Source: an optimization exercise on an open RTL-to-GDS flow (aim: small area). Production flows keep margins and buffers that such runs may drop.
Function was checked by simulation only, so behaviour that the tests miss may differ from the original.
Power and IR drop assume default switching activity. The clock port is modelled as an ideal driver; clocking choices that lean on that would not hold on a real chip.

### design/flow/flow/run.sh
#!/bin/bash
# Standard ORFS layout, with two changes:
#  - the port buffers are the smallest buffer cell (buf_1) instead of the
#    resizer's default choice;
#  - clock tree synthesis inserts no dummy loads.
# Every tool's output goes to standard.log in this folder.
set -euo pipefail
export BUFFER_PORTS_ARGS="-buffer_cell sky130_fd_sc_hd__buf_1"
export CTS_ARGS="-sink_clustering_enable -repair_clock_nets -buf_list sky130_fd_sc_hd__clkbuf_16 -sink_clustering_size 32 -sink_clustering_max_diameter 80 -dont_use_dummy_load"
bash standard.sh finish "BUFFER_PORTS_ARGS=$BUFFER_PORTS_ARGS" "CTS_ARGS=$CTS_ARGS" > standard.log 2>&1
### design/flow/standard.sh
#!/bin/bash
# synth_recipe.tcl (not shown) runs the flow's synth.tcl, then flattens the netlist and writes it again
# the make line also repeats each setting of config.mk as NAME=value (left out here)
make -C /OpenROAD-flow-scripts/flow DESIGN_CONFIG=/design/flow/config.mk WORK_HOME=/design/flow/orfs CLKGATE_MAP_FILE= SYNTH_SCRIPT=/design/flow/synth_recipe.tcl "${@:-finish}"
### design/flow/config.mk
export PLATFORM = sky130hd
export DESIGN_NAME = qr_out_deskew
export DESIGN_NICKNAME = qr_out_deskew
export VERILOG_FILES = /design/flow/design.v
export SDC_FILE = /design/flow/constraint.sdc
export NUM_CORES = 4
export LEC_CHECK = 0
export CAP_MARGIN = 20
export CORE_MARGIN = 2
export CORE_UTILIZATION = 75
export SLEW_MARGIN = 20
### design/flow/constraint.sdc
create_clock -name core_clock -period 5.0 [get_ports {Clk}]
set_input_delay 1.0000 -clock core_clock [delete_from_list [all_inputs] [get_ports {Clk}]]
set_output_delay 1.0000 -clock core_clock [all_outputs]
set_load 0.01 [all_outputs]
### design/flow/design.v
package qr_pkg;
  localparam int DATA_W            = 20;
  localparam int CORDIC_PIPE_STAGE = 8;
  localparam int NUM_LANES         = 4;
  localparam int SKEW_D            = CORDIC_PIPE_STAGE + 1;
  typedef logic signed [DATA_W-1:0] sample_t;
  typedef sample_t                  row_t [NUM_LANES];
  function automatic int lane_len(input int lane, input int lanes, input int step);
    lane_len = (lanes - 1 - lane) * step;
  endfunction
endpackage
module lane_delay #(
  parameter int LEN = 0,
  parameter int W   = 20
) (
  input  logic         clk,
  input  logic [W-1:0] data,
  output logic [W-1:0] delayed_data
);
  generate
    if (LEN == 0) begin : g_wire
      assign delayed_data = data;
    end else begin : g_sr
      logic [LEN*W-1:0] sr;
      if (LEN == 1) begin : g_one
        always_ff @(posedge clk) sr <= data;
      end else begin : g_many
        always_ff @(posedge clk) sr <= {sr[(LEN-1)*W-1:0], data};
      end
      assign delayed_data = sr[(LEN-1)*W +: W];
    end
  endgenerate
endmodule
module qr_out_deskew #(
  parameter int CORDIC_PIPE_STAGE = qr_pkg::CORDIC_PIPE_STAGE,
  parameter int DATA_W            = qr_pkg::DATA_W,
  parameter int NUM_LANES         = qr_pkg::NUM_LANES,
  parameter int ROWS              = 4,
  parameter int FIFO_DEPTH        = 8
) (
  input  logic              Clk,
  input  logic              Reset,
  input  logic [3:0]        InValid,
  input  logic [DATA_W-1:0] InData1,
  input  logic [DATA_W-1:0] InData2,
  input  logic [DATA_W-1:0] InData3,
  input  logic [DATA_W-1:0] InData4,
  output logic              OutValid,
  input  logic              OutReady,
  output logic [DATA_W-1:0] OutData1,
  output logic [DATA_W-1:0] OutData2,
  output logic [DATA_W-1:0] OutData3,
  output logic [DATA_W-1:0] OutData4,
  output logic              OutLast,
  output logic              SkewErr,
  output logic              Overflow
);
  localparam int D    = CORDIC_PIPE_STAGE + 1;
  localparam int AW   = (FIFO_DEPTH > 1) ? $clog2(FIFO_DEPTH) : 1;
  localparam int CW   = $clog2(FIFO_DEPTH + 1);
  localparam int RW   = (ROWS > 1) ? $clog2(ROWS) : 1;
  localparam int ROWW = NUM_LANES * DATA_W;
  logic [DATA_W-1:0] in1, in2, dly0, dly1, dly2;
  logic [DATA_W-1:0] mid1, mid2;
  lane_delay #(.LEN(qr_pkg::lane_len(0, NUM_LANES, D)), .W(DATA_W))
    u_lane0 (.clk(Clk), .data(InData1), .delayed_data(dly0));
  lane_delay #(.LEN(D), .W(DATA_W))
    u_lane1a (.clk(Clk), .data(in1), .delayed_data(mid1));
  lane_delay #(.LEN(qr_pkg::lane_len(1, NUM_LANES, D) - D), .W(DATA_W))
    u_lane1b (.clk(Clk), .data(mid1), .delayed_data(dly1));
  lane_delay #(.LEN(D), .W(DATA_W))
    u_lane2a (.clk(Clk), .data(in2), .delayed_data(mid2));
  assign dly2 = mid2;
  logic [D-1:0] v0, all1, all2;
  logic [3:0]   rst_age;
  logic         live;
  logic         a1, o1, a2, o2, all_valid, any_valid;
  assign live      = (rst_age == 4'(D));
  assign a1        = live & v0[D-1] & InValid[1];
  assign o1        = (live & v0[D-1]) | InValid[1];
  assign a2        = live & all1[D-1] & InValid[2];
  assign o2        = (live & (all1[D-1] | mid1[0])) | InValid[2];
  assign all_valid = live & all2[D-1] & InValid[3];
  assign any_valid = (live & (all2[D-1] | mid2[0])) | InValid[3];
  assign in1 = {InData2[DATA_W-1:1], a1 ? InData2[0] : o1};
  assign in2 = {InData3[DATA_W-1:1], a2 ? InData3[0] : o2};
  always_ff @(posedge Clk) begin
    v0   <= {v0[D-2:0],   InValid[0]};
    all1 <= {all1[D-2:0], a1};
    all2 <= {all2[D-2:0], a2};
  end
  always_ff @(posedge Clk) begin
    if (Reset)     rst_age <= '0;
    else if (!live) rst_age <= rst_age + 1'b1;
  end
  logic            cand_valid;
  logic [ROWW-1:0] cand_row;
  logic            skew_err;
  always_ff @(posedge Clk) begin
    if (Reset) begin
      cand_valid <= 1'b0;
      skew_err   <= 1'b0;
    end else begin
      cand_valid <= all_valid;
      skew_err   <= any_valid & ~all_valid;
    end
  end
  always_ff @(posedge Clk) cand_row <= {InData4, dly2, dly1, dly0};
  logic [ROWW-1:0] mem [FIFO_DEPTH];
  logic [AW-1:0]   wr_ptr;
  logic [CW-1:0]   count;
  logic [RW-1:0]   row_cnt;
  logic            overflow;
  logic            full;
  logic            not_empty;
  logic            push;
  logic            pop;
  logic            drop;
  logic [ROWW-1:0] head;
  assign full      = (count == CW'(FIFO_DEPTH));
  assign not_empty = (count != '0);
  assign pop       = not_empty & OutReady;
  assign push      = cand_valid & (~full | pop);
  assign drop      = cand_valid & full & ~pop;
  always_ff @(posedge Clk) begin
    if (push) mem[wr_ptr] <= cand_row;
  end
  always_ff @(posedge Clk) begin
    if (Reset) begin
      wr_ptr   <= '0;
      count    <= '0;
      row_cnt  <= '0;
      overflow <= 1'b0;
    end else begin
      if (push) wr_ptr <= wr_ptr + 1'b1;
      case ({push, pop})
        2'b10:   count <= count + 1'b1;
        2'b01:   count <= count - 1'b1;
        default: count <= count;
      endcase
      if (pop) row_cnt <= (row_cnt == RW'(ROWS - 1)) ? '0 : row_cnt + 1'b1;
      if (drop) overflow <= 1'b1;
    end
  end
  logic [FIFO_DEPTH-1:0] rd_sel;
  always_ff @(posedge Clk) begin
    if (Reset)    rd_sel <= FIFO_DEPTH'(1);
    else if (pop) rd_sel <= {rd_sel[FIFO_DEPTH-2:0], rd_sel[FIFO_DEPTH-1]};
  end
  always_comb begin
    head = '0;
    for (int i = 0; i < FIFO_DEPTH; i++) head = head | ({ROWW{rd_sel[i]}} & mem[i]);
  end
  assign OutValid = not_empty;
  assign OutData1 = head[0*DATA_W +: DATA_W];
  assign OutData2 = head[1*DATA_W +: DATA_W];
  assign OutData3 = head[2*DATA_W +: DATA_W];
  assign OutData4 = head[3*DATA_W +: DATA_W];
  assign OutLast  = not_empty && (row_cnt == RW'(ROWS - 1));
  assign SkewErr  = skew_err;
  assign Overflow = overflow;
endmodule
==> notes.md, run 1 <==
status=complete, no violations; Fin. Hold Viols=0; initial antenna violation count=0; Synth Flop Type=dfxtp_1; post-synthesis mux area share=0.0422%; maximum VDD drop=0.000479 V; syn nets=2545; Hold Buf Count CTS=0; Worst Setup SP=rd_sel[2]$_SDFFE_PP0N_; CTS tree=done; Max Cap Viol=0; fin nets=2728; post-detail-place hpwl=38700 um; worst reg2reg endpoint=mem[6][24]$_DFFE_PP_; CP arrival=2740 ps; ANT cells=0; fin crit period=3740 ps; reg2reg setup slack=2460 ps; Post-CTS Repair Setup Buffers=0; pwr/cell area=470 nW/um2; Pre-antenna DRT Iters=5; critical path's slowest cell=dfxtp_4; Clk Latency, worst-skew pair=660 ps; die area=65300 um2; post-synthesis simple-gate area fraction=1.86%; Post-synth EDFFs=640; Worst R2R Start=count[2]$_SDFFE_PP0P_; layout cell share with drive strength beyond 1=4.63%; Rel. slew slack=22.4%; Inserted Clock Buffers=69; RSZ-0062 raised after global routing=false; DIE HEIGHT=255 um; I/O Buffers=170; worst r2r path cells=4; Yosys cell types=42; Clock Tree Buf Depth=3; most frequent cells in the layout=dfxtp_1, edfxtp_1, a22oi_1; Rows=92; number of global-route vias before repair=21000; post-cts resize count=0; FFs w/ async S/R, synth=0%; post-route ant nets=0; synthesis-stage register bit count=1851; gr usage total=25.1%; largest family of logic cells by synthesized area=compound AO/OA/AOI/OAI gates; largest net degree at the start of global routing=81; clk slew on worst S/H paths=110 ps; register share of total power=68.7%; global-route wire length before repair=124000 um; sequential share of the synthesized area=91.6%; Worst-Margin Slew=1160 ps; Worst Skew=65.7 ps; Synth Area in XOR/XNOR=0.129%; final WL=81900 um; CP Class=flop to output pin; Psw=0.00500 W; Worst Hold Path Cells=0; adder-cell share of the synthesized area=0.132%; hold crit path type=flop to flop; Leak=18.0 nW; drt wl/cell=23.5 um; f_max=267 MHz; Max Slew Vio Count=0; switching share of power=20.9%; RD Place Congestion=0.760; Die W=255 um; worst-path cell chain=buf_4 -> a22oi_1 -> nand4_1 -> buf_1; drt first-iter violations=1726; Root Driver=clkbuf_16; worst path required time=4000 ps; Synth Area in Compound Gates=5.47%; H-Tree Depth=3; cell-internal power=0.0189 W; Fill cells=2961; I/O pins=171; P&R area growth vs syn=7.32%; CP max stage delay=1030 ps; Final Setup Violations=0; Top delay family on crit path=flip-flops; Worst Hold Endpoint=u_lane1a.g_sr.sr[130]$_DFF_P_; clock share of power=27.4%; via density per instance=5.85; via count=20400; Critical Path Fanout Max=61; fin crit share=74.9%; Final Hold Slack=299 ps; Setup crit end kind=output pin; remaining routing DRC violations=0; Initial Utilization=75.5%; commonest non-fill, non-tap cell in the layout=dfxtp_1; core area=62900 um2; WP buf/inv=2; Place WS=1780 ps; TNS Setup=0 ps; Ys Warns=3; Comb power frac=3.9%; grt total ovfl=0; Avg Cell Area, Syn=19.3 um2; CTS sink cnt=1851; mapped cell area=47400 um2; min-delay src=u_lane1a.g_sr.sr[110]$_DFF_P_; PnR worst setup slack=1260 ps; Critical Path Start Type=flop; Post-Syn Instances=2453
## kinds of logic after synthesis
family / Yosys count
muxes: 2
xor gates and xnor gates: 7
DFF: 1851
adders and majority gates: 5
and+or+nand+nor: 156
buffers and inverters: 85
AOI/OAI and AO/OA: 347
## state kept, by name, indices dropped and copies added, names as in the netlist, 2 cells and up
| name | cells |
|---|---|
| rst_age | 4 |
| u_lane1b.g_sr.sr | 180 |
| count | 4 |
| wr_ptr | 3 |
| row_cnt | 2 |
| all1 | 9 |
| u_lane0.g_sr.sr | 540 |
| v0 | 9 |
| cand_row | 80 |
| u_lane2a.g_sr.sr | 180 |
| mem | 640 |
| rd_sel | 8 |
| u_lane1a.g_sr.sr | 180 |
| all2 | 9 |
## per-stage QoR
step	cells	instance area (um2)	utilization (%)	power, W
CTS	3479	50900	81.0	0.0240
global route	3480	50900	81.0	0.0246
finish	3480	50900	81.0	0.0239
global placement	3410	49200	78.2	0.0176
floorplan	2453	47500	-	0.0172
detailed placement	3410	49200	78.2	0.0177
## worst register-to-register path, stage by stage, from the launching register on
cell and delay, ps:
dfxtp_1 530, or3_1 220, o211ai_1 340, nor2_4 690
buf_4 430
## layout make-up
| cell class | instances | area [um2] | share of cell area, % |
|---|---|---|---|
| Clock buffer | 69 | 1730 | 3.39 |
| Inverter | 3 | 11.3 | 0.0221 |
| Multi-Input combinational cell | 517 | 3680 | 7.24 |
| Sequential cell | 1851 | 43500 | 85.4 |
| Tap cell | 846 | 1060 | 2.08 |
| Timing Repair Buffer | 194 | 935 | 1.84 |
## layer usage
layer	track usage, %	up-vias	routed length [um]	share of wire, %
li1	-	9199	-	-
met1	33.6	10300	32200	39
met2	44.1	808	42600	52
met3	3.49	115	5400	6.6
met4	6.47	0	1780	2.2
met5	0	-	0	0
## synth_stat cells (3+ instances only)
cell,n,area (um2)
dfxtp_1,1211,24200
edfxtp_1,640,19200
a22oi_1,320,2400
nand4_1,80,500
clkbuf_1,68,255
nand2_1,22,82.6
nor2_1,17,63.8
a21oi_1,10,50.1
buf_2,10,50.1
a21oi_2,6,52.6
nor3_1,6,30.0
ha_1,5,62.6
nand2b_1,4,25.0
or3_1,4,25.0
xnor2_1,4,35.0
a31oi_1,3,18.8
buf_6,3,33.8
inv_1,3,11.3
nand3_1,3,15.0
nor2b_1,3,18.8
xor2_1,3,26.3
## worst max path at each step
| stage | endpoint | slack (ps) | cells after the start |
|---|---|---|---|
| floorplan | mem[2][0]$_DFFE_PP_ | -2350 | 3 |
| global placement | mem[6][9]$_DFFE_PP_ | 1810 | 5 |
| detailed placement | mem[6][9]$_DFFE_PP_ | 1780 | 5 |
| CTS | OutData2[17] | 1290 | 4 |
| global route | OutData4[0] | 1210 | 4 |
| finish | OutData4[0] | 1260 | 4 |
## power by group through the flow
stage | clock [W] | sequential (W) | combinational, W
after floorplan | 0 | 0.0165 | 0.000652
after global placement | 0 | 0.0167 | 0.000906
after detailed placement | 0 | 0.0167 | 0.000927
after CTS | 0.00665 | 0.0164 | 0.000936
after global routing | 0.00711 | 0.0165 | 0.00100
final | 0.00654 | 0.0164 | 0.000929
==> inputs of run 2 (changes only) <==
==> design/flow/flow/run.sh (replaced) <==
#!/bin/bash
# Standard ORFS layout, with two changes:
#  - the port buffers are the smallest buffer cell (buf_1) instead of the
#    resizer's default choice;
#  - clock tree synthesis inserts no dummy loads.
# Every tool's output goes to standard.log in this folder.
set -euo pipefail
export BUFFER_PORTS_ARGS="-buffer_cell sky130_fd_sc_hd__buf_1"
export CTS_ARGS="-sink_clustering_enable -repair_clock_nets -buf_list sky130_fd_sc_hd__clkbuf_16 -sink_clustering_size 34 -sink_clustering_max_diameter 80 -dont_use_dummy_load"
bash standard.sh finish "BUFFER_PORTS_ARGS=$BUFFER_PORTS_ARGS" "CTS_ARGS=$CTS_ARGS" > standard.log 2>&1
==> run 2 against run 1 <==
  * Largest power group unchanged
  * Core utilization down 0.32 points
  * Clock power down 6.1%
  * Still clean
  * Clock-buffer cell count down 8
  * First-iteration DRC count up 6.5%
  * Sequential cell count unchanged
  * Sequential share of layout area up 0.34 points
  * Global-route usage down 0.50 points
  * Combinational power about the same
  * Register-to-register slack better by 30 ps
  * Highest routed layer unchanged
  * Synthesized area unchanged
  * Non-clock buffer count unchanged
  * Routed wire length down 1.8%
==> notes.md, run 2 <==
status=complete, no violations; post-detail-place hpwl=38700 um (unchanged); die area=65300 um2 (unchanged); via count=20200 (-0.71%); Worst Hold Path Cells=0 (unchanged); drt wl/cell=23.2 um (-1.6%); Multi-input gate area=3680 um2 (unchanged); commonest non-fill, non-tap cell in the layout=dfxtp_1; Synth Flop Type=dfxtp_1; sequential share of the synthesized area=91.6% (unchanged); gr usage total=24.6% (-0.50 points); DIE HEIGHT=255 um (unchanged); Hold Buf Count CTS=0 (unchanged); pwr/cell area=463 nW/um2 (-1.3%); Initial Utilization=75.5% (unchanged); hold crit path type=flop to flop; Post-CTS Repair Setup Buffers=0 (unchanged); met1 WL=31300 um (-2.9%); Worst-Margin Slew=1160 ps (-0.407 ps); highest routed layer=met4; Setup crit end kind=output pin; Critical Path Start Type=flop; Rows=92 (unchanged); Root Driver=clkbuf_16; Post-synth EDFFs=640 (unchanged); global-route wire length before repair=122000 um (-1.5%); Worst Skew=80.4 ps (+14.7 ps); P&R area growth vs syn=6.89%; CTS tree=done; area leader, netlist=dfxtp_1; remaining routing DRC violations=0 (unchanged); Max Cap Viol=0 (unchanged); placed inst area=49200 um2 (unchanged); ANT cells=0 (unchanged); core area=62900 um2 (unchanged); syn nets=2545 (unchanged); I/O Buffers=170 (unchanged); RSZ-0062 raised after global routing=false; Die W=255 um (unchanged); Critical Path Fanout Max=61 (unchanged); maximum VDD drop=0.000416 V (-13%); RD Place Congestion=0.760 (unchanged); Yosys cell types=42 (unchanged); Pre-antenna DRT Iters=5 (unchanged); Placed Cells=3410 (unchanged); drt first-iter violations=1838 (+6.5%); clk slew on worst S/H paths=110 ps (about the same); post-cts resize count=0 (unchanged); Inserted Clock Buffers=61 (-12%); FFs w/ async S/R, synth=0% (unchanged); CP Class=flop to output pin; final WL=80500 um (-1.8%); mapped cell area=47400 um2 (unchanged); grt total ovfl=0 (unchanged); WL met2=41300 um (-2.9%); CTS sink cnt=1851 (unchanged); most flop-heavy register=mem; Finished Layout Cells=3472 (-0.23%); I/O pins=171 (unchanged); H-Tree Depth=2 (-1); CP arrival=2720 ps (-20 ps); Fill cells=3007 (+1.6%); Post-Syn Instances=2453 (unchanged); post-route ant nets=0 (unchanged); count leader, synth=dfxtp_1; register area=43500 um2 (unchanged); largest net degree at the start of global routing=81 (unchanged); Final Setup Violations=0 (unchanged); max reg flops=640 (unchanged); routed length on met3=5970 um (+11%); fin crit share=74.4% (-0.43 points); fin crit period=3720 ps (-21.6 ps); Largest regs=mem (640), u_lane0.g_sr.sr (540); initial antenna violation count=2 (+2); f_max=269 MHz (+0.58%); number of global-route vias before repair=20800 (-1.2%); Clock Tree Buf Depth=3 (unchanged); design area=50700 um2 (-0.39%); synth cell count leaders=dfxtp_1, edfxtp_1, a22oi_1, nand4_1, clkbuf_1; main area contributors after synthesis=dfxtp_1, edfxtp_1, a22oi_1; Leak=17.9 nW (-0.55%); via density per instance=5.83 (-0.48%); worst path required time=4000 ps (about the same); Avg Cell Area, Syn=19.3 um2 (unchanged); Max Slew Vio Count=0 (unchanged); Fin. Hold Viols=0 (unchanged); Rel. slew slack=22.4% (+0.027 points); synthesis-stage register bit count=1851 (unchanged); most frequent cells in the layout=dfxtp_1, edfxtp_1, a22oi_1; Clk Latency, worst-skew pair=690 ps (+30 ps); fin nets=2720 (-0.29%); Yosys top cell area share=51.1% (unchanged); worst r2r path cells=4 (unchanged); Ys Warns=3 (unchanged); layout cell share with drive strength beyond 1=4.34% (-0.29 points)
==> run 2: per-layer routing <==
layer | track usage (%) | up-vias
li1 | - | 9178
met1 | 32.9 | 10000
met2 | 43.2 | 892
met3 | 3.51 | 131
met4 | 6.16 | 0
met5 | 0 | -
==> run 2: critical path, cell delays in order, from the launching register on <==
cell and delay [ps]:
dfxtp_4 1000, buf_4 490, a22oi_1 170, nand4_1 210, buf_1 170
==> run 2: where the power goes <==
group / internal [W] / leakage, nW / switching (W) / total, W
Sequential: 0.0161 / 16.0 / 0.000370 / 0.0164
Clock: 0.00221 / 0.752 / 0.00393 / 0.00614
Combinational: 0.000337 / 1.17 / 0.000591 / 0.000927
==> run 2: cell type report <==
type / instances / area share [%]
clock buffers: 61 / 3.01
multi-input cells: 517 / 7.26
flip-flops and latches: 1851 / 85.8
inverters: 3 / 0.0222
repair buffers: 194 / 1.84
well taps: 846 / 2.09
==> run 2: path summary, 6_finish.rpt <==
| check | startpoint | endpoint | slack [ps] |
|---|---|---|---|
| min reg2reg | u_lane2a.g_sr.sr[170]$_DFF_P_ | cand_row[50]$_DFF_P_ | 300 |
| max reg2reg | count[1]$_SDFFE_PP0P_ | mem[6][24]$_DFFE_PP_ | 2490 |
| max | rd_sel[2]$_SDFFE_PP0N_ | OutData4[0] | 1280 |
| min | u_lane2a.g_sr.sr[170]$_DFF_P_ | cand_row[50]$_DFF_P_ | 300 |
==> run 2: per-stage QoR <==
stage / setup TNS, ps / setup WS [ps] / utilization [%] / total power (W) / hold WS [ps]
floorplan: -651730 / -2350 / - / 0.0172 / 310
global placement: 0 / 1810 / 78.2 / 0.0176 / 310
detailed placement: 0 / 1780 / 78.2 / 0.0177 / 312
CTS: 0 / 1280 / 80.7 / 0.0236 / 310
global route: 0 / 1220 / 80.7 / 0.0242 / 313
finish: 0 / 1280 / 80.7 / 0.0235 / 305
==> run 2: cell families after synthesis <==
logic type	Yosys count	synth area share (%)
compound gates	347	5.47
xor+xnor	7	0.129
fa+ha+maj	5	0.132
buf+inv	85	0.746
flops	1851	91.6
mux	2	0.0422
simple gates	156	1.86

==> what the ideal ports hide <==
No port has a modelled driver above. Below, the same layouts with a new extraction and two added sets of constraints. Step 1, drivers: a clkbuf_16 drives Clk and a buf_2 each remaining input, both assumed. Step 2 also shifts input and output timing later by t, the mid clock arrival at the registers, as if the neighbouring blocks saw the same clock. Slacks: ideal ports / drivers / drivers and shift; pairs: ideal ports / drivers.
run | t (ns) | setup WS [ns] | worst hold slack (ns) | worst setup path at the end | pins driven straight from the clock port
run 1 | 0.688 | 1.256 / 1.191 / 1.727 | 0.299 / 0.299 / 0.299 | input to register | 1
run 2 | 0.712 | 1.278 / 1.214 / 1.750 | 0.305 / 0.305 / 0.305 | input to register | 1
After both steps every run listed still meets setup and hold.
